Source: an optimization exercise on an open RTL-to-GDS flow (aim: small area). Production flows keep margins and buffers that such runs may drop.
At most, simulation tests tie the RTL to the original design; equivalence was not proved.
For run 3, only the layout was checked, not whether the RTL still works.
No activity file was given, so power comes from the tool's default toggle rates.

===== design/flow/config.mk =====
export PLATFORM = sky130hd
export DESIGN_NAME = sound_top
export DESIGN_NICKNAME = sound_top
export VERILOG_FILES = /design/flow/design.v
export SDC_FILE = /design/flow/constraint.sdc
export NUM_CORES = 4
export LEC_CHECK = 0
export CAP_MARGIN = 20
export CORE_MARGIN = 2
export CORE_UTILIZATION = 60
export CTS_CLUSTER_DIAMETER = 120
export CTS_CLUSTER_SIZE = 30
export PLACE_DENSITY = 0.75
export SLEW_MARGIN = 20
export SYNTH_HIERARCHICAL = 1

===== design/flow/constraint.sdc =====
create_clock -name core_clock -period 10.0 [get_ports {clock}]
set_input_delay 2.0000 -clock core_clock [delete_from_list [all_inputs] [get_ports {clock}]]
set_output_delay 2.0000 -clock core_clock [all_outputs]
set_load 0.01 [all_outputs]

===== design/flow/design.v =====
`timescale 1ns/1ps
`default_nettype none
module sound_top (
	input  wire        clock,
	input  wire        reset,
	input  wire        ready,        
	input  wire [3:0]  game_state,
	input  wire        flash_busy,
	input  wire [7:0]  flash_data,
	output wire [22:0] flash_addr,
	output wire        flash_read,
	output logic       loaded,
	output logic [7:0] to_ac97_data
);
	localparam logic [3:0] GS_IDLE = 4'd0, GS_POP = 4'd4, GS_MISSED = 4'd9, GS_WHACKED = 4'd10;
	logic [3:0] k;         
	logic [1:0] region;    
	logic       rd;        
	logic       waiting;   
	logic [7:0] first_pop, first_missed, first_whacked;
	logic [7:0] cring [0:8];
	logic [1:0] cpos_c;     
	logic [1:0] cpos_o;     
	logic       cpos_end;   
	logic       cshift;     
	logic       cseek;      
	logic       at_start;   
	logic       ld_last;    
	logic       arrive;     
	assign ld_last = (region == 2'd0) ? (k == 4'd3) : (region == 2'd1) ? (k == 4'd4) : (k == 4'd2);
	assign arrive  = !loaded && waiting && !flash_busy;
	assign flash_read = rd;
	assign flash_addr = {12'd0, region == 2'd2, !region[1], region[0], 4'd0, k};
	logic [1:0] prev_eff;      
	logic       prev_idle;     
	logic       cfirst;        
	logic [1:0] ctgt;          
	logic [1:0] rsel;          
	logic       clip_done;
	logic [7:0] fir_x;
	logic [1:0] eff;
	logic       is_effect, entering, leaving_idle, stall, idle, advance, playing;
	logic [7:0] clip_byte;     
	logic [7:0] mix;           
	logic [8:0] mix_c;
	always_comb begin
		case (game_state)
			GS_POP:     eff = 2'd1;
			GS_MISSED:  eff = 2'd2;
			GS_WHACKED: eff = 2'd3;
			default:    eff = 2'd0;
		endcase
		at_start = (cpos_c == ctgt) && (cpos_o == 2'd0);
		case (cpos_c)
			2'd2:    cpos_end = (cpos_o == 2'd3);
			2'd3:    cpos_end = (cpos_o == 2'd1);
			default: cpos_end = (cpos_o == 2'd2);
		endcase
	end
	assign is_effect    = (eff != 2'd0);
	assign idle         = (game_state == GS_IDLE);
	assign entering     = is_effect && (eff != prev_eff);
	assign leaving_idle = !idle && prev_idle;
	assign stall        = flash_busy || rd || leaving_idle;
	assign advance      = ready && !stall;
	assign playing      = is_effect && !clip_done && !entering;
	assign cshift       = loaded ? ((cseek && !at_start) || (advance && playing && !cfirst && !cpos_end))
	                             : (arrive && k != 4'd0);
	always_ff @(posedge clock) begin
		rsel <= cfirst ? ctgt : 2'd0;
		if (cshift) begin
			cring[0] <= loaded ? cring[8] : flash_data;
			for (int i = 1; i < 9; i++)
				cring[i] <= cring[i-1];
		end
		if (!reset && arrive) begin
			if (k == 4'd0 && region == 2'd0) first_pop     <= flash_data;
			if (k == 4'd0 && region == 2'd1) first_missed  <= flash_data;
			if (k == 4'd0 && region == 2'd2) first_whacked <= flash_data;
		end
		if (reset)
		begin
			cpos_c <= 2'd1;
			cpos_o <= 2'd0;
		end
		else if (loaded && cshift)
		begin
			cpos_o <= cpos_end ? 2'd0 : cpos_o + 2'd1;
			if (cpos_end)
				cpos_c <= (cpos_c == 2'd3) ? 2'd1 : cpos_c + 2'd1;
		end
		if (reset) begin
			k            <= 4'd0;
			region       <= 2'd0;
			rd           <= 1'b0;
			waiting      <= 1'b0;
			loaded       <= 1'b0;
			prev_eff     <= 2'd0;
			prev_idle    <= 1'b1;
			cfirst       <= 1'b1;
			ctgt         <= 2'd1;
			cseek        <= 1'b0;
			clip_done    <= 1'b1;
			fir_x        <= 8'd0;
			to_ac97_data <= 8'd0;
		end else if (!loaded) begin
			if (!rd && !waiting) begin
				if (region == 2'd3)
					loaded <= 1'b1;      
				else
					rd <= 1'b1;          
			end else if (rd && !flash_busy) begin
				rd      <= 1'b0;
				waiting <= 1'b1;
			end else if (waiting && !flash_busy) begin
				waiting <= 1'b0;
				if (ld_last) begin
					k      <= 4'd0;
					region <= region + 2'd1;
				end else begin
					k  <= k + 4'd1;
					rd <= 1'b1;
				end
			end
		end else begin
			prev_eff  <= eff;
			prev_idle <= idle;
			if (at_start)
				cseek <= 1'b0;
			if (rd && !flash_busy)
				rd <= 1'b0;
			if (idle) begin
				k     <= 4'd0;
				rd    <= 1'b0;
				fir_x <= 8'd0;
				if (ready)
					to_ac97_data <= 8'd0;
			end else begin
				if (!flash_busy)
					fir_x <= flash_data;
				if (leaving_idle)
					rd <= 1'b1;
				if (entering) begin
					cfirst    <= 1'b1;
					ctgt      <= eff;
					cseek     <= 1'b1;
					clip_done <= 1'b0;
				end
				if (advance) begin
					k  <= k + 4'd1;
					rd <= 1'b1;
					to_ac97_data <= mix;
					if (playing) begin
						if (cfirst)
							cfirst <= 1'b0;
						else if (cpos_end)
							clip_done <= 1'b1;       
					end
				end
			end
		end
	end
	logic [7:0]  ring [0:30];
	logic [7:0]  xb;           
	logic [7:0]  val;          
	logic [4:0]  r_age;        
	logic [4:0]  win;          
	logic        clear;        
	logic        act;
	logic [7:0]  mn;           
	logic        n;            
	logic [7:0]  vxn;          
	logic [17:0] sum, acc;     
	logic        cpend, cmid;  
	assign act = (win != 5'd0);
	coef_rom u_coef (.r_age(r_age), .act(act), .mn(mn), .n(n));
	sample_sel u_sel (.head(ring[30]), .xb(xb), .newest(r_age == 5'd0), .clear(clear), .n(n), .val(val), .vxn(vxn));
	wire mt_1, mt_2, mt_3, mt_4, mt_5, mt_6, mt_7, mt_8, mt_9, mt_10, mt_11, mt_12, mt_13, mt_14, mt_15, mt_16, mt_17, mt_18, mt_19, mt_20, mt_21, mt_22, mt_23, mt_24, mt_25, mt_26, mt_27, mt_28, mt_29, mt_30, mt_31, mt_32, mt_33, mt_34, mt_35, mt_36, mt_37, mt_38, mt_39, mt_40, mt_41, mt_42, mt_43, mt_44, mt_45, mt_46, mt_47, mt_48, mt_49, mt_50, mt_51, mt_52, mt_53, mt_54, mt_55, mt_56, mt_57, mt_58, mt_59, mt_60, mt_61, mt_62, mt_63, mt_64, mt_65, mt_66, mt_67, mt_68, mt_69, mt_70, mt_71, mt_72, mt_73, mt_74, mt_75, mt_76, mt_77, mt_78, mt_79, mt_80, mt_81, mt_82, mt_83, mt_84, mt_85, mt_86, mt_87, mt_88, mt_89, mt_90, mt_91, mt_92, mt_93, mt_94, mt_95, mt_96, mt_97, mt_98, mt_99, mt_100, mt_101, mt_102, mt_103, mt_104, mt_105, mt_106, mt_107, mt_108, mt_109, mt_110, mt_111, mt_112, mt_113, mt_114, mt_115, mt_116, mt_117, mt_118, mt_119, mt_120, mt_121, mt_122, mt_123, mt_124, mt_125, mt_126, mt_127, mt_128, mt_129, mt_130, mt_131, mt_132, mt_133, mt_134, mt_135, mt_136, mt_137, mt_138, mt_139, mt_140, mt_141, mt_142, mt_143;
	wire [7:0] pp0 = {vxn[7] | mn[0], ~(vxn[6:0] | {7{mn[0]}})};
	wire [7:0] pp1 = {vxn[7] | mn[1], ~(vxn[6:0] | {7{mn[1]}})};
	wire [7:0] pp2 = {vxn[7] | mn[2], ~(vxn[6:0] | {7{mn[2]}})};
	wire [7:0] pp3 = {vxn[7] | mn[3], ~(vxn[6:0] | {7{mn[3]}})};
	wire [7:0] pp4 = {vxn[7] | mn[4], ~(vxn[6:0] | {7{mn[4]}})};
	wire [7:0] pp5 = {vxn[7] | mn[5], ~(vxn[6:0] | {7{mn[5]}})};
	wire [8:0] pp6;
	assign pp6[0] = ~(vxn[0] | mn[6]);
	assign pp6[1] = ~((vxn[1] | mn[6]) & (vxn[0] | mn[7]));
	assign pp6[2] = ~((vxn[2] | mn[6]) & (vxn[1] | mn[7]));
	assign pp6[3] = ~((vxn[3] | mn[6]) & (vxn[2] | mn[7]));
	assign pp6[4] = ~((vxn[4] | mn[6]) & (vxn[3] | mn[7]));
	assign pp6[5] = ~((vxn[5] | mn[6]) & (vxn[4] | mn[7]));
	assign pp6[6] = ~((vxn[6] | mn[6]) & (vxn[5] | mn[7]));
	assign pp6[7] = ~((vxn[7] | mn[6]) & (vxn[6] | mn[7]));
	assign pp6[8] = vxn[7] | (mn[6] & mn[7]);
	ha u_mt_1 (.a(sum[5]), .b(pp0[5]), .s(mt_1), .co(mt_2));
	fa u_mt_3 (.a(sum[6]), .b(pp0[6]), .c(pp1[5]), .s(mt_3), .co(mt_4));
	ha u_mt_5 (.a(pp2[4]), .b(pp3[3]), .s(mt_5), .co(mt_6));
	fa u_mt_7 (.a(sum[7]), .b(pp0[7]), .c(pp1[6]), .s(mt_7), .co(mt_8));
	fa u_mt_9 (.a(pp2[5]), .b(pp3[4]), .c(pp4[3]), .s(mt_9), .co(mt_10));
	ha u_mt_11 (.a(pp5[2]), .b(pp6[1]), .s(mt_11), .co(mt_12));
	fa u_mt_13 (.a(sum[8]), .b(pp1[7]), .c(pp2[6]), .s(mt_13), .co(mt_14));
	fa u_mt_15 (.a(pp3[5]), .b(pp4[4]), .c(pp5[3]), .s(mt_15), .co(mt_16));
	fa u_mt_17 (.a(sum[9]), .b(pp2[7]), .c(pp3[6]), .s(mt_17), .co(mt_18));
	ha u_mt_19 (.a(sum[3]), .b(pp0[3]), .s(mt_19), .co(mt_20));
	fa u_mt_21 (.a(sum[4]), .b(pp0[4]), .c(pp1[3]), .s(mt_21), .co(mt_22));
	ha u_mt_23 (.a(pp2[2]), .b(pp3[1]), .s(mt_23), .co(mt_24));
	fa u_mt_25 (.a(mt_1), .b(pp1[4]), .c(pp2[3]), .s(mt_25), .co(mt_26));
	fa u_mt_27 (.a(pp3[2]), .b(pp4[1]), .c(pp5[0]), .s(mt_27), .co(mt_28));
	fa u_mt_29 (.a(mt_2), .b(mt_3), .c(mt_5), .s(mt_29), .co(mt_30));
	fa u_mt_31 (.a(pp4[2]), .b(pp5[1]), .c(pp6[0]), .s(mt_31), .co(mt_32));
	fa u_mt_33 (.a(mt_4), .b(mt_6), .c(mt_7), .s(mt_33), .co(mt_34));
	assign mt_35 = ~(mt_9 ^ mt_11);
	assign mt_36 = mt_9 | mt_11;
	fa u_mt_37 (.a(mt_8), .b(mt_10), .c(mt_12), .s(mt_37), .co(mt_38));
	fa u_mt_39 (.a(mt_13), .b(mt_15), .c(pp6[2]), .s(mt_39), .co(mt_40));
	fa u_mt_41 (.a(mt_14), .b(mt_16), .c(mt_17), .s(mt_41), .co(mt_42));
	fa u_mt_43 (.a(pp4[5]), .b(pp5[4]), .c(pp6[3]), .s(mt_43), .co(mt_44));
	fa u_mt_45 (.a(mt_18), .b(sum[10]), .c(pp3[7]), .s(mt_45), .co(mt_46));
	fa u_mt_47 (.a(pp4[6]), .b(pp5[5]), .c(pp6[4]), .s(mt_47), .co(mt_48));
	fa u_mt_49 (.a(sum[11]), .b(pp4[7]), .c(pp5[6]), .s(mt_49), .co(mt_50));
	ha u_mt_51 (.a(sum[2]), .b(pp0[2]), .s(mt_51), .co(mt_52));
	fa u_mt_53 (.a(mt_19), .b(pp1[2]), .c(pp2[1]), .s(mt_53), .co(mt_54));
	fa u_mt_55 (.a(mt_20), .b(mt_21), .c(mt_23), .s(mt_55), .co(mt_56));
	fa u_mt_57 (.a(mt_22), .b(mt_24), .c(mt_25), .s(mt_57), .co(mt_58));
	fa u_mt_59 (.a(mt_26), .b(mt_28), .c(mt_29), .s(mt_59), .co(mt_60));
	fa u_mt_61 (.a(mt_30), .b(mt_32), .c(mt_33), .s(mt_61), .co(mt_62));
	fa u_mt_63 (.a(mt_34), .b(mt_36), .c(mt_37), .s(mt_63), .co(mt_64));
	fa u_mt_65 (.a(mt_38), .b(mt_40), .c(mt_41), .s(mt_65), .co(mt_66));
	fa u_mt_67 (.a(mt_42), .b(mt_44), .c(mt_45), .s(mt_67), .co(mt_68));
	fa u_mt_69 (.a(mt_46), .b(mt_48), .c(mt_49), .s(mt_69), .co(mt_70));
	fa u_mt_71 (.a(mt_50), .b(sum[12]), .c(pp5[7]), .s(mt_71), .co(mt_72));
	ha u_mt_73 (.a(sum[13]), .b(pp6[7]), .s(mt_73), .co(mt_74));
	ha u_mt_75 (.a(sum[1]), .b(pp0[1]), .s(mt_75), .co(mt_76));
	fa u_mt_77 (.a(mt_51), .b(pp1[1]), .c(pp2[0]), .s(mt_77), .co(mt_78));
	fa u_mt_79 (.a(mt_52), .b(mt_53), .c(pp3[0]), .s(mt_79), .co(mt_80));
	fa u_mt_81 (.a(mt_54), .b(mt_55), .c(pp4[0]), .s(mt_81), .co(mt_82));
	fa u_mt_83 (.a(mt_56), .b(mt_57), .c(mt_27), .s(mt_83), .co(mt_84));
	fa u_mt_85 (.a(mt_58), .b(mt_59), .c(mt_31), .s(mt_85), .co(mt_86));
	fa u_mt_87 (.a(mt_60), .b(mt_61), .c(mt_35), .s(mt_87), .co(mt_88));
	fa u_mt_89 (.a(mt_62), .b(mt_63), .c(mt_39), .s(mt_89), .co(mt_90));
	fa u_mt_91 (.a(mt_64), .b(mt_65), .c(mt_43), .s(mt_91), .co(mt_92));
	fa u_mt_93 (.a(mt_66), .b(mt_67), .c(mt_47), .s(mt_93), .co(mt_94));
	fa u_mt_95 (.a(mt_68), .b(mt_69), .c(pp6[5]), .s(mt_95), .co(mt_96));
	fa u_mt_97 (.a(mt_70), .b(mt_71), .c(pp6[6]), .s(mt_97), .co(mt_98));
	assign mt_99 = ~(mt_72 ^ mt_73);
	assign mt_100 = mt_72 | mt_73;
	fa u_mt_101 (.a(mt_74), .b(sum[14]), .c(pp6[8]), .s(mt_101), .co(mt_102));
	assign mt_103 = ~sum[15];
	assign mt_104 = sum[15];
	assign mt_105 = ~sum[16];
	assign mt_106 = sum[16];
	assign mt_107 = ~sum[17];
	assign mt_108 = sum[17];
	ha u_mt_109 (.a(sum[0]), .b(pp0[0]), .s(mt_109), .co(mt_110));
	fa u_mt_111 (.a(mt_75), .b(pp1[0]), .c(mt_110), .s(mt_111), .co(mt_112));
	fa u_mt_113 (.a(mt_76), .b(mt_77), .c(mt_112), .s(mt_113), .co(mt_114));
	fa u_mt_115 (.a(mt_78), .b(mt_79), .c(mt_114), .s(mt_115), .co(mt_116));
	fa u_mt_117 (.a(mt_80), .b(mt_81), .c(mt_116), .s(mt_117), .co(mt_118));
	fa u_mt_119 (.a(mt_82), .b(mt_83), .c(mt_118), .s(mt_119), .co(mt_120));
	fa u_mt_121 (.a(mt_84), .b(mt_85), .c(mt_120), .s(mt_121), .co(mt_122));
	fa u_mt_123 (.a(mt_86), .b(mt_87), .c(mt_122), .s(mt_123), .co(mt_124));
	fa u_mt_125 (.a(mt_88), .b(mt_89), .c(mt_124), .s(mt_125), .co(mt_126));
	fa u_mt_127 (.a(mt_90), .b(mt_91), .c(mt_126), .s(mt_127), .co(mt_128));
	assign cmid = mt_128;
	fa u_mt_129 (.a(mt_92), .b(mt_93), .c(cpend), .s(mt_129), .co(mt_130));
	fa u_mt_131 (.a(mt_94), .b(mt_95), .c(mt_130), .s(mt_131), .co(mt_132));
	fa u_mt_133 (.a(mt_96), .b(mt_97), .c(mt_132), .s(mt_133), .co(mt_134));
	fa u_mt_135 (.a(mt_98), .b(mt_99), .c(mt_134), .s(mt_135), .co(mt_136));
	fa u_mt_137 (.a(mt_100), .b(mt_101), .c(mt_136), .s(mt_137), .co(mt_138));
	fa u_mt_139 (.a(mt_102), .b(mt_103), .c(mt_138), .s(mt_139), .co(mt_140));
	fa u_mt_141 (.a(mt_104), .b(mt_105), .c(mt_140), .s(mt_141), .co(mt_142));
	assign mt_143 = mt_106 ^ mt_107 ^ mt_142;
	assign acc = {mt_143, mt_141, mt_139, mt_137, mt_135, mt_133, mt_131, mt_129, mt_127, mt_125, mt_123, mt_121, mt_119, mt_117, mt_115, mt_113, mt_111, mt_109};
	always_ff @(posedge clock) begin
		if (ready)
			xb <= fir_x;
		ring[0] <= val;
		for (int i = 1; i < 31; i++)
			ring[i] <= ring[i-1];
		if (!ready)
			r_age <= (r_age == 5'd0) ? 5'd30 : r_age - 5'd1;
		if (reset) begin
			win   <= 5'd0;
			clear <= 1'b1;
			sum   <= 18'd56;      
			cpend <= 1'b0;
		end else begin
			if (ready)
				win <= 5'd1;
			else if (act)
				win <= win + 5'd1;     
			if (win == 5'd31)
				clear <= 1'b0;
			if (ready) begin
				sum   <= 18'd56;
				cpend <= 1'b0;
			end else begin
				sum   <= acc;
				cpend <= cmid;
			end
		end
	end
	always_comb begin
		case (rsel)
			2'd1:    clip_byte = first_pop;
			2'd2:    clip_byte = first_missed;
			2'd3:    clip_byte = first_whacked;
			default: clip_byte = cring[8];
		endcase
		if (!playing)
			clip_byte = 8'd0;
	end
	assign mix_c[0] = cpend;
	for (genvar b = 0; b < 8; b++) begin : g_mix
		fa u_fa (.a(sum[10+b]), .b(clip_byte[b]), .c(mix_c[b]), .s(mix[b]), .co(mix_c[b+1]));
	end
endmodule
module sample_sel (
	input  wire [7:0] head,
	input  wire [7:0] xb,
	input  wire       newest,
	input  wire       clear,
	input  wire       n,
	output wire [7:0] val,
	output wire [7:0] vxn
);
	assign val = newest ? xb : (clear ? 8'd0 : head);
	assign vxn = ~(val ^ {8{n}});
endmodule
module coef_rom (
	input  wire [4:0] r_age,
	input  wire       act,
	output wire [7:0] mn,
	output wire       n
);
	assign mn[0] = ~(act & ((r_age == 5'd0) | (r_age == 5'd1) | (r_age == 5'd2) | (r_age == 5'd3) | (r_age == 5'd5) | (r_age == 5'd6) | (r_age == 5'd11) | (r_age == 5'd12) | (r_age == 5'd14) | (r_age == 5'd16) | (r_age == 5'd18) | (r_age == 5'd19) | (r_age == 5'd24) | (r_age == 5'd25) | (r_age == 5'd27) | (r_age == 5'd28) | (r_age == 5'd29) | (r_age == 5'd30)));
	assign mn[1] = ~(act & ((r_age == 5'd2) | (r_age == 5'd4) | (r_age == 5'd5) | (r_age == 5'd8) | (r_age == 5'd9) | (r_age == 5'd10) | (r_age == 5'd12) | (r_age == 5'd13) | (r_age == 5'd14) | (r_age == 5'd16) | (r_age == 5'd17) | (r_age == 5'd18) | (r_age == 5'd20) | (r_age == 5'd21) | (r_age == 5'd22) | (r_age == 5'd25) | (r_age == 5'd26) | (r_age == 5'd28)));
	assign mn[2] = ~(act & ((r_age == 5'd3) | (r_age == 5'd4) | (r_age == 5'd5) | (r_age == 5'd6) | (r_age == 5'd10) | (r_age == 5'd11) | (r_age == 5'd13) | (r_age == 5'd17) | (r_age == 5'd19) | (r_age == 5'd20) | (r_age == 5'd24) | (r_age == 5'd25) | (r_age == 5'd26) | (r_age == 5'd27)));
	assign mn[3] = ~(act & ((r_age == 5'd8) | (r_age == 5'd9) | (r_age == 5'd10) | (r_age == 5'd12) | (r_age == 5'd13) | (r_age == 5'd14) | (r_age == 5'd16) | (r_age == 5'd17) | (r_age == 5'd18) | (r_age == 5'd20) | (r_age == 5'd21) | (r_age == 5'd22)));
	assign mn[4] = ~(act & ((r_age == 5'd9) | (r_age == 5'd12) | (r_age == 5'd14) | (r_age == 5'd16) | (r_age == 5'd18) | (r_age == 5'd21)));
	assign mn[5] = ~(act & ((r_age == 5'd10) | (r_age == 5'd13) | (r_age == 5'd14) | (r_age == 5'd16) | (r_age == 5'd17) | (r_age == 5'd20)));
	assign mn[6] = ~(act & ((r_age == 5'd11) | (r_age == 5'd12) | (r_age == 5'd13) | (r_age == 5'd14) | (r_age == 5'd16) | (r_age == 5'd17) | (r_age == 5'd18) | (r_age == 5'd19)));
	assign mn[7] = ~(act & ((r_age == 5'd15)));
	assign n = act & ((r_age == 5'd0) | (r_age == 5'd1) | (r_age == 5'd2) | (r_age == 5'd3) | (r_age == 5'd4) | (r_age == 5'd5) | (r_age == 5'd6) | (r_age == 5'd24) | (r_age == 5'd25) | (r_age == 5'd26) | (r_age == 5'd27) | (r_age == 5'd28) | (r_age == 5'd29) | (r_age == 5'd30));
endmodule
module fa (
	input  wire a,
	input  wire b,
	input  wire c,
	output wire s,
	output wire co
);
	assign s  = a ^ b ^ c;
	assign co = (a & b) | (a & c) | (b & c);
endmodule
module ha (
	input  wire a,
	input  wire b,
	output wire s,
	output wire co
);
	assign s  = a ^ b;
	assign co = a & b;
endmodule
`default_nettype wire

===== design/flow/flow/run.sh =====
#!/bin/bash
# Own flow: the standard layout (standard.sh, unchanged synthesis) with
# - the port buffers made from the smallest buffer cell (buf_1),
# - clock tree synthesis with fixed sink clusters, no dummy balancing loads
#   and clkbuf_4 for the root and inner tree buffers,
# - one tie cell for all the constant outputs (no per-load tie repair).
# make's output goes to flow_make.log; ORFS keeps each step's log under orfs/logs.
set -euo pipefail
bash standard.sh \
	BUFFER_PORTS_ARGS="-buffer_cell sky130_fd_sc_hd__buf_1" \
	CTS_ARGS="-sink_clustering_enable -repair_clock_nets -sink_clustering_size 30 -sink_clustering_max_diameter 120 -dont_use_dummy_load -root_buf sky130_fd_sc_hd__clkbuf_4 -tree_buf sky130_fd_sc_hd__clkbuf_4" \
	SKIP_REPAIR_TIE_FANOUT=1 \
	finish > flow_make.log 2>&1

===== design/flow/standard.sh =====
#!/bin/bash
# synth_recipe.tcl (not shown) runs the flow's synth.tcl, then flattens the netlist and writes it again
# the make line also repeats each setting of config.mk as NAME=value (left out here)
make -C /OpenROAD-flow-scripts/flow DESIGN_CONFIG=/design/flow/config.mk WORK_HOME=/design/flow/orfs CLKGATE_MAP_FILE= SYNTH_SCRIPT=/design/flow/synth_recipe.tcl "${@:-finish}"

==> results of run 1 <==
## kinds of logic after synthesis
group	count (synthesis)
simple gates	241
xor+xnor	23
mux	23
fa+ha+maj	91
buf+inv	92
other cells	1
compound gates	97
flops	421
## flip-flops by register name (all words and copies together) (netlist names), 8 cells and up
register / count
fir_x: 8
cring: 72
xb: 8
first_pop: 8
sum: 18
ring: 248
first_whacked: 8
to_ac97_data: 8
first_missed: 8
## layer usage
layer	routed length [um]	up-vias	GRT usage [%]
met5	0	-	0
li1	-	3273	-
met3	673	29	2.44
met4	635	0	5.37
met1	9930	3209	25.3
met2	9470	86	28.2
## critical path: cells and delay by family (launching register included)
kind | cells | cell delay, ns
buf+inv | 2 | 0.60
simple gates | 4 | 0.65
flops | 1 | 0.58
compound gates | 1 | 0.15
fa+ha+maj | 12 | 4.86
xor+xnor | 3 | 0.88
## metrics by stage
| stage | hold WS, ns | worst slack, ns | utilization (%) | instance area (um2) |
|---|---|---|---|---|
| floorplan | 0.310 | 2.65 | - | 14000 |
| global placement | 0.310 | 2.35 | 62.4 | 14200 |
| detailed placement | 0.312 | 2.20 | 62.4 | 14200 |
| CTS | 0.310 | 2.20 | 64.1 | 14600 |
| global route | 0.308 | 1.76 | 64.2 | 14600 |
| finish | 0.303 | 2.21 | 64.2 | 14600 |
## cells in the final DEF (no fill, tap or decap), drive strengths merged, types with 22 or more instances in the layout
master	n
dfxtp	312
edfxtp	109
nor2	81
fa	65
nand2	45
buf	38
inv	32
a21oi	30
ha	26
o21ai	25
and2	22
## modules after synthesis, one instance, submodules excluded
module      cells inside  copies in the design
sound_top            828                     1
coef_rom              53                     1
sample_sel            34                     1
fa                     1                    65
ha                     1                     9
## power groups by stage
stage,clock [mW],sequential (mW),combinational [mW]
6_report,0.738,1.82,0.392
3_3_place_gp,0,1.86,0.381
3_5_place_dp,0,1.86,0.400
2_1_floorplan,0,1.84,0.322
4_1_cts,0.763,1.82,0.404
5_1_grt,0.812,1.83,0.463
## cell type report
type | instances | area (um2)
antenna | 1 | 2.50
clock buffer | 18 | 398
fill | 1671 | 8140
inverter | 32 | 120
multi-input combinational | 476 | 4000
sequential | 421 | 9520
tap | 285 | 357
timing repair buffer | 39 | 174
## worst max-delay path by stage
stage | startpoint | end | slack, ns | cells after the start
finish | r_age[0]$_SDFFCE_PP0N_ | sum[17]$_SDFF_PP0_ | 2.21 | 22
global route | r_age[0]$_SDFFCE_PP0N_ | sum[17]$_SDFF_PP0_ | 1.76 | 22
CTS | r_age[0]$_SDFFCE_PP0N_ | sum[17]$_SDFF_PP0_ | 2.20 | 22
detailed placement | r_age[0]$_SDFFCE_PP0N_ | sum[17]$_SDFF_PP0_ | 2.20 | 22
global placement | r_age[0]$_SDFFCE_PP0N_ | sum[17]$_SDFF_PP0_ | 2.35 | 22
floorplan | win[0]$_SDFFE_PP0P_ | sum[17]$_SDFF_PP0_ | 2.65 | 24
==> results.tsv, run 1 <==
metric	value	unit
DRC Markers	0	
Area Growth Syn to Fin	4.46	%
CTS max path bufs	3	
routed vias	6597	
Initial Utilization	61.4	%
port buffer count	32	
power consumption	2.95	mW
Synth Register Bits	421	
largest family of logic cells by synthesized area	adder cells	
pwr/cell area	202	nW/um2
CTS H-tree lvls	1	
final std cells w/o fill	1272	
top-area cell type share of the netlist area	44.8	%
Max Cap Viol	0	
critical path class	flip-flop to flip-flop	
mean post-synth cell area	14.1	um2
number of CTS-inserted buffers	18	
Detailed Routing Iterations Pass 1	5	
largest net degree at the start of global routing	73	
WHS Endpoint	ring[22][1]$_DFF_P_	
path category of the worst min-delay check	flip-flop to flip-flop	
Rows	55	
Die Area	24500	um2
Clock Sinks	421	
post_cts resized	0	
share of cells above drive strength 1	6.49	%
Netlist cell types	60	
worst reg-to-reg setup slack	2.21	ns
first-pass GRT wire length	34.0	mm
Routability Congestion	0.851	
Comb pwr share	13.3	%
Synth Flop Type	dfxtp_1	
Post-CTS Hold Buffers	0	
DR iter-0 viols	373	
internal power	2.24	mW
Post-CTS Setup Bufs	0	
Net Sw Frac	23.9	%
clock network fraction of design power	25.0	%
RSZ-0062 raised after global routing	false	
Least-Margin Pin Slew	0.885	ns
simple-gate area share of the yosys netlist	8.57	%
CP max-delay cell	edfxtp_1	
dpl cells	1253	
crit share post-route	77.9	%
most frequent CP cell	fa_1	
status	complete, no violations	
most common cell in the netlist	dfxtp_1	
initial antenna violation count	1	
Reg power frac	61.7	%
number of global-route vias before repair	6635	
CTS tree	done	
Slew Limit Fails	0	
worst-path cell chain	inv_1 -> ha_1 -> nand2b_1 -> or3_1 -> inv_1 -> o21ai_2 -> xnor2_1 -> nor2_1 -> fa_1 -> fa_1 -> fa_1 -> fa_1 -> fa_1 -> fa_1 -> fa_1 -> fa_1 -> fa_1 -> fa_1 -> fa_1 -> xnor2_1 -> xnor2_1 -> nor3_1	
Fin Setup TNS	0	ns
Post-Synth Adder-Cell Area	11.7	%
nets@finish	1095	
setup violators final	0	
final WL	20.7	mm
relative slew slack	41.0	%
gate count after technology mapping	989	
slowest stage delay, CP	0.58	ns
top cells by area, synth	dfxtp_1, edfxtp_1, fa_1	
Worst-path clk slew	0.11	ns
Routed Antenna Nets	0	
Worst Path Arrival	8.43	ns
post-DP HPWL	14.0	mm
post-synthesis compound-gate area fraction	4.50	%
startpoint types	flip-flop	
grt ovf	0	
worst reg2reg path depth	22	
Final min period	7.79	ns
RR Endpoint	sum[17]$_SDFF_PP0_	
EDFF count, synth	109	
die width	156	um
list of most frequent post-synthesis cells	dfxtp_1, edfxtp_1, nor2_1	
Clock Latency Late Sink	0.75	ns
DR WL/cell	16.3	um
Reg-to-Reg Start	r_age[0]$_SDFFCE_PP0N_	
dominant cell type by area after synthesis	dfxtp_1	
# IOs	49	
CP max FO	17	
WHS Path Cells	0	
register area share after synthesis	68.2	%
post-synthesis mux area share	2.45	%
Die Y	156	um
Setup Skew	0.0729	ns
Sw Pwr	0.705	mW
core footprint	22700	um2
Overall Global Routing Usage	17.6	%
hold_sp	ring[21][1]$_DFF_P_	
CTS Root Cell	clkbuf_4	
Synth Warn #	11	
Synth Area in XOR/XNOR	1.44	%
vias per cell	5.19	
Crit. End Element	flip-flop	
WP data required	10.63	ns
f_max	128	MHz
Max VDD drop	0.145	mV
Post-Syn Area	14000	um2
fraction of registers with async set/reset	0	%
Lkg Pwr	5.46	nW
Fin. Hold Viols	0	
==> run 2: changes to the inputs <==
--- a/design/flow/config.mk
+++ b/design/flow/config.mk
@@ -8,8 +8,8 @@
 export CAP_MARGIN = 20
 export CORE_MARGIN = 2
-export CORE_UTILIZATION = 60
+export CORE_UTILIZATION = 55
 export CTS_CLUSTER_DIAMETER = 120
 export CTS_CLUSTER_SIZE = 30
-export PLACE_DENSITY = 0.75
+export PLACE_DENSITY = 0.65
 export SLEW_MARGIN = 20
 export SYNTH_HIERARCHICAL = 1
==> run 2 against run 1 <==
  * Largest cell class unchanged
  * Non-clock buffer count down 1
  * Clock-buffer cell count stayed put
  * Final cell count is 3.5% higher
  * Global-route usage fell by 1.4 points
  * Still clean
  * Routed wire length shrank 0.38%
  * Via count rose by 0.47%
  * Clock power barely moved
  * Hold slack lost 0.0030 ns
==> results.tsv, run 2 <==
metric	value	unit	change
startpoint types	flip-flop		
most frequent cells in the layout	dfxtp_1, edfxtp_1, nor2_1		
Post-CTS Setup Bufs	0		unchanged
CTS H-tree lvls	1		unchanged
register area share after synthesis	68.2	%	unchanged
Final Cell Area	14600	um2	+0.33%
Initial Utilization	55.7	%	-5.7 points
list of most frequent post-synthesis cells	dfxtp_1, edfxtp_1, nor2_1		
top-area cell type share of the netlist area	44.8	%	unchanged
most common cell in the netlist	dfxtp_1		
top cells by area, synth	dfxtp_1, edfxtp_1, fa_1		
Setup Skew	0.0679	ns	-0.00496 ns
internal power	2.24	mW	-0.15%
nets@finish	1094		-0.091%
DR WL/cell	15.7	um	-3.7%
Die Y	163	um	+4.3%
DR top layer	met4		
vias per cell	5.04		-2.9%
DR WL met2	9.33	mm	-1.5%
Final min period	7.87	ns	+0.0800 ns
CTS max path bufs	3		unchanged
f_max	127	MHz	-1.0%
Slew Limit Fails	0		unchanged
Comb pwr share	13.1	%	-0.2 points
Largest register FFs	248		unchanged
crit share post-route	78.7	%	+0.80 points
WP data required	10.59	ns	-0.04 ns
WL met3	645	um	-4.2%
EDFF count, synth	109		unchanged
final WL	20.6	mm	-0.38%
most flop-heavy register	ring		
Netlist cell types	60		unchanged
clock network fraction of design power	25.2	%	+0.2 points
Routability Congestion	0.787		-7.5%
Post-DP Area	14200	um2	+0.34%
Worst-path clk slew	0.11	ns	about the same
Max Cap Viol	0		unchanged
Post-Syn Area	14000	um2	unchanged
largest net degree at the start of global routing	73		unchanged
first-pass GRT wire length	34.2	mm	+0.65%
Synth Flop Type	dfxtp_1		
post-DP HPWL	13.8	mm	-1.3%
relative slew slack	36.5	%	-4.6 points
Least-Margin Pin Slew	0.953	ns	+0.0683 ns
grt ovf	0		unchanged
Lkg Pwr	5.46	nW	about the same
Overall Global Routing Usage	16.2	%	-1.4 points
DR iter-0 viols	374		+0.27%
biggest regs	ring: 248 flops, cring: 72 flops, sum: 18 flops		
Routed Antenna Nets	0		unchanged
Max VDD drop	0.139	mV	-3.6%
share of cells above drive strength 1	6.40	%	-0.095 points
number of global-route vias before repair	6583		-0.78%
critical path class	flip-flop to flip-flop		
path category of the worst min-delay check	flip-flop to flip-flop		
most common cell after layout, fill and taps aside	dfxtp_1		
CP max FO	17		unchanged
Fin. Hold Viols	0		unchanged
status	complete, no violations		
post_cts resized	0		unchanged
Clock Sinks	421		unchanged
Crit. End Element	flip-flop		
fraction of registers with async set/reset	0	%	unchanged
number of CTS-inserted buffers	18		unchanged
initial antenna violation count	1		unchanged
CTS Root Cell	clkbuf_4		
Area Growth Syn to Fin	4.81	%	
gate count after technology mapping	989		unchanged
Rows	58		+5.5%
Post-CTS Hold Buffers	0		unchanged
setup violators final	0		unchanged
# IOs	49		unchanged
Die Area	26700	um2	+8.9%
worst reg-to-reg setup slack	2.13	ns	-0.08 ns
die width	163	um	+4.3%
Synth Warn #	11		unchanged
Fin Setup TNS	0	ns	unchanged
pwr/cell area	201	nW/um2	-0.41%
Net Sw Frac	24.0	%	+0.058 points
mean post-synth cell area	14.1	um2	unchanged
Sw Pwr	0.706	mW	+0.17%
Clock Latency Late Sink	0.71	ns	-0.04 ns
Reg power frac	61.7	%	about the same
Worst Path Arrival	8.47	ns	+0.04 ns
Detailed Routing Iterations Pass 1	5		unchanged
DRC Markers	0		unchanged
CTS tree	done		
routed vias	6628		+0.47%
Synth Register Bits	421		unchanged
core footprint	25000	um2	+10%
port buffer count	32		unchanged
WL met1	10.2	mm	+2.2%
dominant cell type by area after synthesis	dfxtp_1		
RSZ-0062 raised after global routing	false		
[run 2: cell type report]
| class | instances | area, um2 |
|---|---|---|
| well taps | 330 | 413 |
| fillers | 2000 | 10400 |
| flip-flops and latches | 421 | 9520 |
| inverters | 32 | 120 |
| clock buffers | 18 | 398 |
| multi-input cells | 476 | 4000 |
| repair buffers | 38 | 166 |
| diodes | 1 | 2.50 |
[run 2: power by group through the flow]
stage	clock (mW)	sequential, mW	combinational [mW]
2_1_floorplan	0	1.84	0.322
3_5_place_dp	0	1.86	0.392
3_3_place_gp	0	1.86	0.387
5_1_grt	0.826	1.83	0.468
4_1_cts	0.771	1.82	0.399
6_report	0.741	1.82	0.386
[run 2: path summary, 6_finish.rpt]
path,endpoint,cells past startpoint,startpoint
worst min-delay path,ring[28][5]$_DFF_P_,0,ring[27][5]$_DFF_P_
worst max-delay path,sum[17]$_SDFF_PP0_,22,r_age[0]$_SDFFCE_PP0N_
worst max register to register,sum[17]$_SDFF_PP0_,22,r_age[0]$_SDFFCE_PP0N_
worst min register to register,ring[28][5]$_DFF_P_,0,ring[27][5]$_DFF_P_
[run 2: logic make-up (layout without fill, tap and decap cells)]
family,count (synthesis),in the layout,share of synthesized area (%)
mux,23,23,2.45
buf+inv,92,88,3.11
other cells,1,2,0.0269
flops,421,421,68.2
compound gates,97,97,4.50
fa+ha+maj,91,91,11.7
simple gates,241,241,8.57
xor+xnor,23,23,1.44
[run 2: through the flow]
step | setup WS, ns | hold slack (ns) | util, % | std cells | power (mW)
final | 2.13 | 0.300 | 58.4 | 1316 | 2.95
after global routing | 1.62 | 0.312 | 58.4 | 1316 | 3.12
after CTS | 2.10 | 0.293 | 58.4 | 1315 | 2.99
after detailed placement | 2.16 | 0.312 | 56.8 | 1297 | 2.25
after global placement | 2.33 | 0.310 | 56.8 | 1297 | 2.25
after floorplan | 2.65 | 0.310 | - | 989 | 2.16
[run 2: layer usage]
| layer | GRT usage (%) | vias to the layer above |
|---|---|---|
| met3 | 2.29 | 32 |
| met5 | 0 | - |
| met2 | 25.5 | 80 |
| li1 | - | 3272 |
| met1 | 23.9 | 3244 |
| met4 | 4.18 | 0 |
[run 2: Yosys stat by module, one instance, submodules excluded]
module / flops+latches / copies in the design / cells / area, um2
fa: 0 / 65 / 1 / 20.0
coef_rom: 0 / 1 / 53 / 337
sample_sel: 0 / 1 / 34 / 238
sound_top: 421 / 1 / 828 / 12000
ha: 0 / 9 / 1 / 12.5
[run 2: worst max-delay path, stage by stage, from the launching register on]
cell and delay [ns]:
edfxtp_1 0.57, inv_1 0.11, ha_1 0.18, nand2b_1 0.07, or3_1 0.37, inv_1 0.48, o21ai_2 0.15, xnor2_1 0.57
nor2_1 0.16, fa_1 0.47, fa_1 0.43, fa_1 0.57, fa_1 0.44, fa_1 0.41, fa_1 0.38, fa_1 0.38
fa_1 0.39, fa_1 0.40, fa_1 0.40, fa_1 0.38, xnor2_1 0.18, xnor2_1 0.14, nor3_1 0.05
==> run 3: changes to the inputs <==
--- a/design/flow/design.v
+++ b/design/flow/design.v
@@ -15,5 +15,5 @@
 	localparam logic [3:0] GS_IDLE = 4'd0, GS_POP = 4'd4, GS_MISSED = 4'd9, GS_WHACKED = 4'd10;
 	logic [3:0] k;         
-	logic [1:0] region;    
+	logic [1:0] ctgt;      
 	logic       rd;        
 	logic       waiting;   
@@ -28,12 +28,11 @@
 	logic       ld_last;    
 	logic       arrive;     
-	assign ld_last = (region == 2'd0) ? (k == 4'd3) : (region == 2'd1) ? (k == 4'd4) : (k == 4'd2);
+	assign ld_last = (ctgt == 2'd0) ? (k == 4'd3) : (ctgt == 2'd2) ? (k == 4'd4) : (k == 4'd2);
 	assign arrive  = !loaded && waiting && !flash_busy;
 	assign flash_read = rd;
-	assign flash_addr = {12'd0, region == 2'd2, !region[1], region[0], 4'd0, k};
+	assign flash_addr = {12'd0, !loaded && ctgt == 2'd3, !loaded && !ctgt[0], loaded || ctgt == 2'd2, 4'd0, k};
 	logic [1:0] prev_eff;      
 	logic       prev_idle;     
 	logic       cfirst;        
-	logic [1:0] ctgt;          
 	logic [1:0] rsel;          
 	logic       clip_done;
@@ -75,7 +74,7 @@
 		end
 		if (!reset && arrive) begin
-			if (k == 4'd0 && region == 2'd0) first_pop     <= flash_data;
-			if (k == 4'd0 && region == 2'd1) first_missed  <= flash_data;
-			if (k == 4'd0 && region == 2'd2) first_whacked <= flash_data;
+			if (k == 4'd0 && ctgt == 2'd0) first_pop     <= flash_data;
+			if (k == 4'd0 && ctgt == 2'd2) first_missed  <= flash_data;
+			if (k == 4'd0 && ctgt == 2'd3) first_whacked <= flash_data;
 		end
 		if (reset)
@@ -92,5 +91,4 @@
 		if (reset) begin
 			k            <= 4'd0;
-			region       <= 2'd0;
 			rd           <= 1'b0;
 			waiting      <= 1'b0;
@@ -99,5 +97,5 @@
 			prev_idle    <= 1'b1;
 			cfirst       <= 1'b1;
-			ctgt         <= 2'd1;
+			ctgt         <= 2'd0;
 			cseek        <= 1'b0;
 			clip_done    <= 1'b1;
@@ -106,5 +104,5 @@
 		end else if (!loaded) begin
 			if (!rd && !waiting) begin
-				if (region == 2'd3)
+				if (ctgt == 2'd1)
 					loaded <= 1'b1;      
 				else
@@ -117,5 +115,5 @@
 				if (ld_last) begin
 					k      <= 4'd0;
-					region <= region + 2'd1;
+					ctgt   <= (ctgt == 2'd0) ? 2'd2 : (ctgt == 2'd2) ? 2'd3 : 2'd1;
 				end else begin
 					k  <= k + 4'd1;
@@ -283,5 +281,5 @@
 			win   <= 5'd0;
 			clear <= 1'b1;
-			sum   <= 18'd56;      
+			sum   <= 18'd0;
 			cpend <= 1'b0;
 		end else begin
==> design/flow/flow/run.sh (replaced) <==
#!/bin/bash
# Own flow: the standard layout (standard.sh, unchanged synthesis) with the
# port buffers made from the smallest buffer cell, and clock tree synthesis
# without dummy balancing loads.
set -euo pipefail
bash standard.sh \
	BUFFER_PORTS_ARGS="-buffer_cell sky130_fd_sc_hd__buf_1" \
	CTS_ARGS="-sink_clustering_enable -repair_clock_nets -sink_clustering_size 30 -sink_clustering_max_diameter 120 -dont_use_dummy_load" \
	finish > flow_make.log 2>&1
--- a/design/flow/config.mk
+++ b/design/flow/config.mk
@@ -8,8 +8,8 @@
 export CAP_MARGIN = 20
 export CORE_MARGIN = 2
-export CORE_UTILIZATION = 55
+export CORE_UTILIZATION = 60
 export CTS_CLUSTER_DIAMETER = 120
 export CTS_CLUSTER_SIZE = 30
-export PLACE_DENSITY = 0.65
+export PLACE_DENSITY = 0.75
 export SLEW_MARGIN = 20
 export SYNTH_HIERARCHICAL = 1
==> run 3 against run 2 <==
  * Still clean
  * Die area shrank 7.8%
  * Routed wire length grew 5.8%
  * Final cell count is essentially flat
  * Sequential share of layout area shrank 0.77 points
  * Global-route usage grew 2.4 points
  * Flip-flop and latch count shrank 2
  * Power grew 0.87%
  * Critical path type unchanged
==> results.tsv, run 3 <==
metric	value	unit	change
status	complete, no violations		
post-synthesis mux area share	2.63	%	+0.18 points
Post-Syn Area	14000	um2	+0.38%
nets@finish	1108		+1.3%
most common cell after layout, fill and taps aside	dfxtp_1		
largest net degree at the start of global routing	73		unchanged
Clock Sinks	419		-0.48%
top cells by area, synth	dfxtp_1, edfxtp_1, fa_1		
post-DP HPWL	14.4	mm	+4.6%
CTS Root Cell	clkbuf_16		
setup violators final	0		unchanged
CTS tree	done		
simple-gate area share of the yosys netlist	8.86	%	+0.29 points
most common cell in the netlist	dfxtp_1		
Synth Flop Type	dfxtp_1		
critical path class	flip-flop to flip-flop		
CP max FO	17		unchanged
Worst-path clk slew	0.12	ns	about the same
Worst Path Arrival	8.33	ns	-0.14 ns
list of most frequent post-synthesis cells	dfxtp_1, edfxtp_1, nor2_1		
Max VDD drop	0.164	mV	+17%
post-synthesis compound-gate area fraction	5.18	%	+0.68 points
port buffer count	32		unchanged
RSZ-0062 raised after global routing	false		
number of global-route vias before repair	6954		+5.6%
post_cts resized	0		unchanged
mean post-synth cell area	14.1	um2	-0.33%
Clock Latency Late Sink	0.52	ns	-0.19 ns
Rows	55		-5.2%
Post-DP Area	14300	um2	+0.58%
Synth Register Bits	419		-0.48%
Max Cap Viol	0		unchanged
Crit. End Element	flip-flop		
first-pass GRT wire length	35.8	mm	+4.5%
dominant cell type by area after synthesis	dfxtp_1		
final WL	21.8	mm	+5.8%
Setup Skew	0.0344	ns	-0.0335 ns
Die Y	157	um	-4.0%
grt ovf	0		unchanged
DR WL/cell	16.6	um	+5.7%
Largest register FFs	248		unchanged
share of cells above drive strength 1	7.27	%	+0.87 points
DR iter-0 viols	420		+12%
DRC Markers	0		unchanged
f_max	126	MHz	-0.86%
hold_ws	0.317	ns	+0.0164 ns
Fin. Hold Viols	0		unchanged
Netlist cell types	71		+18%
biggest regs	ring: 248 flops, cring: 72 flops, sum: 18 flops		
core footprint	22800	um2	-9.0%
Routability Congestion	0.837		+6.3%
Detailed Routing Iterations Pass 1	5		unchanged
initial antenna violation count	0		-1
startpoint types	flip-flop		
most flop-heavy register	ring		
Fin Setup TNS	0	ns	unchanged
ant diodes	0		-1
CTS max path bufs	3		unchanged
EDFF count, synth	109		unchanged
crit share post-route	79.4	%	+0.68 points
fraction of registers with async set/reset	0	%	unchanged
Post-CTS Hold Buffers	0		unchanged
fill cell count	1661		-17%
most frequent cells in the layout	dfxtp_1, edfxtp_1, nor2_1		
Least-Margin Pin Slew	1.06	ns	+0.107 ns
Post-Synth Adder-Cell Area	11.2	%	-0.49 points
Routed Antenna Nets	0		unchanged
number of CTS-inserted buffers	17		-1
routed vias	6914		+4.3%
die width	157	um	-4.0%
register area share after synthesis	67.7	%	-0.54 points
CTS H-tree lvls	1		unchanged
Synth Area in XOR/XNOR	1.19	%	-0.26 points
Overall Global Routing Usage	18.6	%	+2.4 points
top-area cell type share of the netlist area	44.3	%	-0.45 points
Post-CTS Setup Bufs	0		unchanged
vias per cell	5.25		+4.2%
WP data required	10.39	ns	-0.20 ns
largest family of logic cells by synthesized area	adder cells		
Final Cell Area	14700	um2	+0.78%
Final Core Density	64.7	%	+6.3 points
Initial Utilization	61.5	%	+5.8 points
gate count after technology mapping	996		+0.71%
# IOs	49		unchanged
Lkg Pwr	5.60	nW	+2.5%
Die Area	24600	um2	-7.8%
Final min period	7.94	ns	+0.0683 ns
Slew Limit Fails	0		unchanged
relative slew slack	29.1	%	-7.4 points
path category of the worst min-delay check	flip-flop to flip-flop		
Area Growth Syn to Fin	5.23	%	
Synth Warn #	11		unchanged
pwr/cell area	202	nW/um2	about the same
## run 3: logic make-up (layout without fill, tap and decap cells)
kind of cell | count (synthesis) | count (layout)
multiplexers | 25 | 25
flip-flops | 419 | 419
adder cells (fa/ha/maj) | 86 | 86
AND/OR/NAND/NOR | 242 | 242
AO/OA/AOI/OAI | 108 | 108
buffers and inverters | 96 | 89
XOR/XNOR | 19 | 19
other | 1 | 16
## run 3: worst paths after layout
| path | from | endpoint | slack, ns | depth (start not counted) |
|---|---|---|---|---|
| hold reg to reg | ring[14][4]$_DFF_P_ | ring[15][4]$_DFF_P_ | 0.32 | 0 |
| setup / recovery | r_age[0]$_SDFFCE_PP0N_ | sum[17]$_SDFF_PP0_ | 2.06 | 22 |
| hold / removal | ring[14][4]$_DFF_P_ | ring[15][4]$_DFF_P_ | 0.32 | 0 |
| setup reg to reg | r_age[0]$_SDFFCE_PP0N_ | sum[17]$_SDFF_PP0_ | 2.06 | 22 |
## run 3: area by class of cell
class | instances | area (um2) | area share, %
Multi-Input combinational cell | 496 | 4140 | 28.1
Timing Repair Buffer | 39 | 173 | 1.17
Sequential cell | 419 | 9480 | 64.3
Tap cell | 313 | 392 | 2.66
Inverter | 33 | 124 | 0.841
Clock buffer | 17 | 425 | 2.89
## run 3: modules after synthesis, one instance, submodules excluded
module | flip-flops and latches | copies in the design | cells | area, um2
coef_rom | 0 | 1 | 53 | 337
sample_sel | 0 | 1 | 34 | 238
sound_top | 419 | 1 | 835 | 12000
fa | 0 | 65 | 1 | 20.0
ha | 0 | 9 | 1 | 12.5
## run 3: layer usage
metal	up-vias	global-route usage, %	wire length, um
met2	150	28.3	9770
li1	3332	-	-
met3	41	2.69	967
met1	3391	27.1	10300
met5	-	0	0
met4	0	7.25	788
## run 3: power breakdown
part           internal, mW  switching [mW]  leakage (nW)
clock network         0.309           0.460         0.209
logic                 0.180           0.215          1.89
registers              1.77          0.0346          3.50
total                  2.26           0.710          5.60
## run 3: critical path: stages (launching register included)
cell and delay [ns]:
edfxtp_1 0.57, inv_1 0.11, ha_1 0.19, nand2b_1 0.07
or3_1 0.36, inv_1 0.48, o21ai_2 0.16, xnor2_1 0.60
nor2_1 0.17, fa_1 0.48, fa_1 0.45, fa_1 0.48
fa_1 0.52, fa_1 0.42, fa_1 0.39, fa_1 0.38
fa_1 0.40, fa_1 0.40, fa_1 0.38, fa_1 0.39
xnor2_1 0.18, xnor2_1 0.15, nor3_1 0.06
## run 3: per-stage QoR
| step | std cells | total power [mW] | setup WS [ns] |
|---|---|---|---|
| CTS | 1317 | 3.01 | 2.07 |
| floorplan | 1011 | 2.14 | 2.66 |
| global route | 1317 | 3.12 | 1.66 |
| finish | 1317 | 2.97 | 2.06 |
| detailed placement | 1300 | 2.24 | 2.10 |
| global placement | 1300 | 2.23 | 2.31 |

[static timing again, ports no longer ideal]
No port has a modelled driver above. Below, the same layouts with a new extraction and two added sets of constraints.
Step 1 (the two cells are an assumption about what drives the block):
set clk [get_ports {clock}]
set_driving_cell -lib_cell sky130_fd_sc_hd__clkbuf_16 $clk
set_driving_cell -lib_cell sky130_fd_sc_hd__buf_2 [delete_from_list [all_inputs] $clk]
Step 2 moves the port delays by t, midway between the first and last clock arrival at a register: inputs arrive t later, outputs are due t later. That takes back most of the time a late clock gives input paths.
Three values: ideal, step 1, step 2; two values: the first two.
run | t (ns) | slack for setup (ns) | worst setup path at the end | worst data-port slew with drivers (ns)
run 1 | 0.756 | 2.207 / 2.207 / 2.207 | register to register | 0.05
run 2 | 0.740 | 2.127 / 2.127 / 2.127 | register to register | 0.03
run 3 | 0.554 | 2.059 / 2.059 / 2.059 | register to register | 0.04
After both steps every run listed still meets setup and hold.
